From an optimization exercise on the open Yosys and OpenROAD flow, aimed at small area, a short achievable clock period and few clock cycles per item; shortcuts taken in it are not production practice.
Function was checked by simulation only, so behaviour that the tests miss may differ from the original.

==> module gAo, before the edit <==
module gAo (input logic a1, input logic a2, input logic b1, input logic b2, output logic y);
  assign y = (a1 & a2) | (b1 & b2);
endmodule
==> module aesEncryptCore, before the edit <==
module aesEncryptCore (
  input  logic    clk,
  input  logic    arstN,
  input  logic    validIn,
  input  aesPkg::aesBlock key,
  input  aesPkg::aesBlock data,
  output aesPkg::aesBlock dataOut,
  output aesPkg::aesBlock keyOut,
  output logic    validOut,
  output logic    busy
);
  aesPkg::aesBlock stateA;
  aesPkg::aesBlock keyA;
  logic [7:0]      rconA;
  logic            actA;
  aesPkg::aesBlock subbedB;
  aesPkg::aesBlock keyB;
  aesPkg::aesWord  subWordB;
  logic [7:0]      rconB;
  logic            actB;
  logic            load;
  logic            mixEn;
  logic            actANext;
  logic            finANext;
  aesPkg::aesBlock subbed;
  aesPkg::aesWord  subWord;
  aesPkg::aesBlock shifted;
  aesPkg::aesBlock mixTerm;
  aesPkg::aesBlock keyNext;
  aesPkg::aesBlock keyD;
  aesPkg::aesBlock stateD;
  roundControl i_roundControl (
    .validIn  (validIn),
    .actB     (actB),
    .rconB    (rconB),
    .load     (load),
    .mixEn    (mixEn),
    .actANext (actANext),
    .finANext (finANext)
  );
  subBytes i_subBytes (
    .state  (stateA),
    .subbed (subbed)
  );
  keySubWord i_keySubWord (
    .keyQ    (keyA),
    .subWord (subWord)
  );
  keyExpand i_keyExpand (
    .keyQ    (keyB),
    .subWord (subWordB),
    .rcon    (rconB),
    .keyNext (keyNext)
  );
  roundDatapath i_roundDatapath (
    .subbed  (subbedB),
    .mixEn   (mixEn),
    .shifted (shifted),
    .mixTerm (mixTerm)
  );
  for (genvar k = 0; k < 128; k++) begin : gLoad
    logic mixed;
    logic picked;
    gAo   i_key  (.a1(load), .a2(key.flat[k]), .b1(actB), .b2(keyNext.flat[k]), .y(keyD.flat[k]));
    gXor  i_mix  (.a(shifted.flat[k]), .b(mixTerm.flat[k]), .y(mixed));
    gAo   i_pick (.a1(load), .a2(data.flat[k]), .b1(actB), .b2(mixed), .y(picked));
    gXor  i_ark  (.a(picked), .b(keyD.flat[k]), .y(stateD.flat[k]));
  end
  always_ff @(posedge clk or negedge arstN) begin
    if (!arstN) begin
      actA     <= 1'b0;
      actB     <= 1'b0;
      validOut <= 1'b0;
    end else begin
      actA     <= actANext;
      actB     <= actA;
      validOut <= finANext;
    end
  end
  always_ff @(posedge clk) begin
    rconA    <= load ? 8'(8'h01) : aesPkg::xtime(rconB);
    keyA     <= keyD;
    stateA   <= stateD;
    rconB    <= rconA;
    keyB     <= keyA;
    subWordB <= subWord;
    subbedB  <= subbed;
  end
  assign busy    = actB;
  assign dataOut = stateA;
  assign keyOut  = keyA;
endmodule
clock: 20.0 ns
lec_check: 0
cap_margin: 20
cell_pad_in_sites_detail_placement: 0
cell_pad_in_sites_global_placement: 0
core_margin: 2
core_utilization: 65
place_density: 0.8
slew_margin: 20
synth_hierarchical: 1
standard.sh (not shown) runs the stock make flow with config.mk's settings and CLKGATE_MAP_FILE= SYNTH_SCRIPT=/design/flow/synth_recipe.tcl, a recipe that flattens the netlist after the stock synthesis.
==> flow/flow/run.sh <==
#!/bin/bash
# The standard layout, except that the port buffers are the smallest
# plain buffer (buf_1) instead of the delay buffer buffer_ports picks by
# default. Every port still gets its own buffer; the SDC, the clock period
# and every other step are the standard ones.
set -euo pipefail
bash standard.sh synth > synth.log 2>&1
bash standard.sh "BUFFER_PORTS_ARGS=-buffer_cell sky130_fd_sc_hd__buf_1" finish > layout.log 2>&1
Testbench counts at the start, summed over its fixed seeds: cycles 5,640, blocks 512.
Next try:
--- a/flow/design.v
+++ b/flow/design.v
@@ -23,6 +23,9 @@
   assign y = ~(a | b);
 endmodule
-module gAo (input logic a1, input logic a2, input logic b1, input logic b2, output logic y);
-  assign y = (a1 & a2) | (b1 & b2);
+module gMux (input logic s, input logic a, input logic b, output logic y);
+  assign y = s ? b : a;
+endmodule
+module gMuxN (input logic s, input logic a, input logic b, output logic y);
+  assign y = ~(s ? b : a);
 endmodule
 module sBox (
@@ -355,9 +358,9 @@
   for (genvar k = 0; k < 128; k++) begin : gLoad
     logic mixed;
-    logic picked;
-    gAo   i_key  (.a1(load), .a2(key.flat[k]), .b1(actB), .b2(keyNext.flat[k]), .y(keyD.flat[k]));
-    gXor  i_mix  (.a(shifted.flat[k]), .b(mixTerm.flat[k]), .y(mixed));
-    gAo   i_pick (.a1(load), .a2(data.flat[k]), .b1(actB), .b2(mixed), .y(picked));
-    gXor  i_ark  (.a(picked), .b(keyD.flat[k]), .y(stateD.flat[k]));
+    logic pickedN;
+    gMux  i_key   (.s(load), .a(keyNext.flat[k]), .b(key.flat[k]), .y(keyD.flat[k]));
+    gXor  i_mix   (.a(shifted.flat[k]), .b(mixTerm.flat[k]), .y(mixed));
+    gMuxN i_pick  (.s(load), .a(mixed), .b(data.flat[k]), .y(pickedN));
+    gXnor i_ark   (.a(pickedN), .b(keyD.flat[k]), .y(stateD.flat[k]));
   end
   always_ff @(posedge clk or negedge arstN) begin
The changed run finished with timing, DRC and antenna clean.
Worst hold slack is worse by 3.4 ps.
Non-clock buffer count fell by 4.
Global-route usage fell by 2.4 points.
Worst setup slack is better by 120 ps.
Sequential share of layout area fell by 0.54 points.
Testbench counts after the change, summed over its fixed seeds: cycles 5,640, blocks 512.

[port drivers added, routing unchanged]
How much do the figures lean on ideal ports? The routed layouts below were timed once more, with nothing changed but the port constraints. Step 1 assumes that a clkbuf_16 drives the clock port and a buf_2 every other input. Step 2 times the ports against the registers' clock, not the clock port: input delays grow and output delays shrink by t, the midpoint of the rising clock arrivals with the driver on. a / b / c = no drivers / after step 1 / after step 2; a / b = the first two.
| run | shift t [ns] | slack for setup (ns) | latest minus earliest clock arrival (ns) | worst data-port slew with drivers (ns) |
|---|---|---|---|---|
| the first run | 0.693 | 14.203 / 14.140 / 14.642 | 0.026 / 0.027 | 0.10 |
| the second run | 0.692 | 14.322 / 14.253 / 14.545 | 0.027 / 0.027 | 0.11 |
After both steps setup and hold are still met in every run listed.
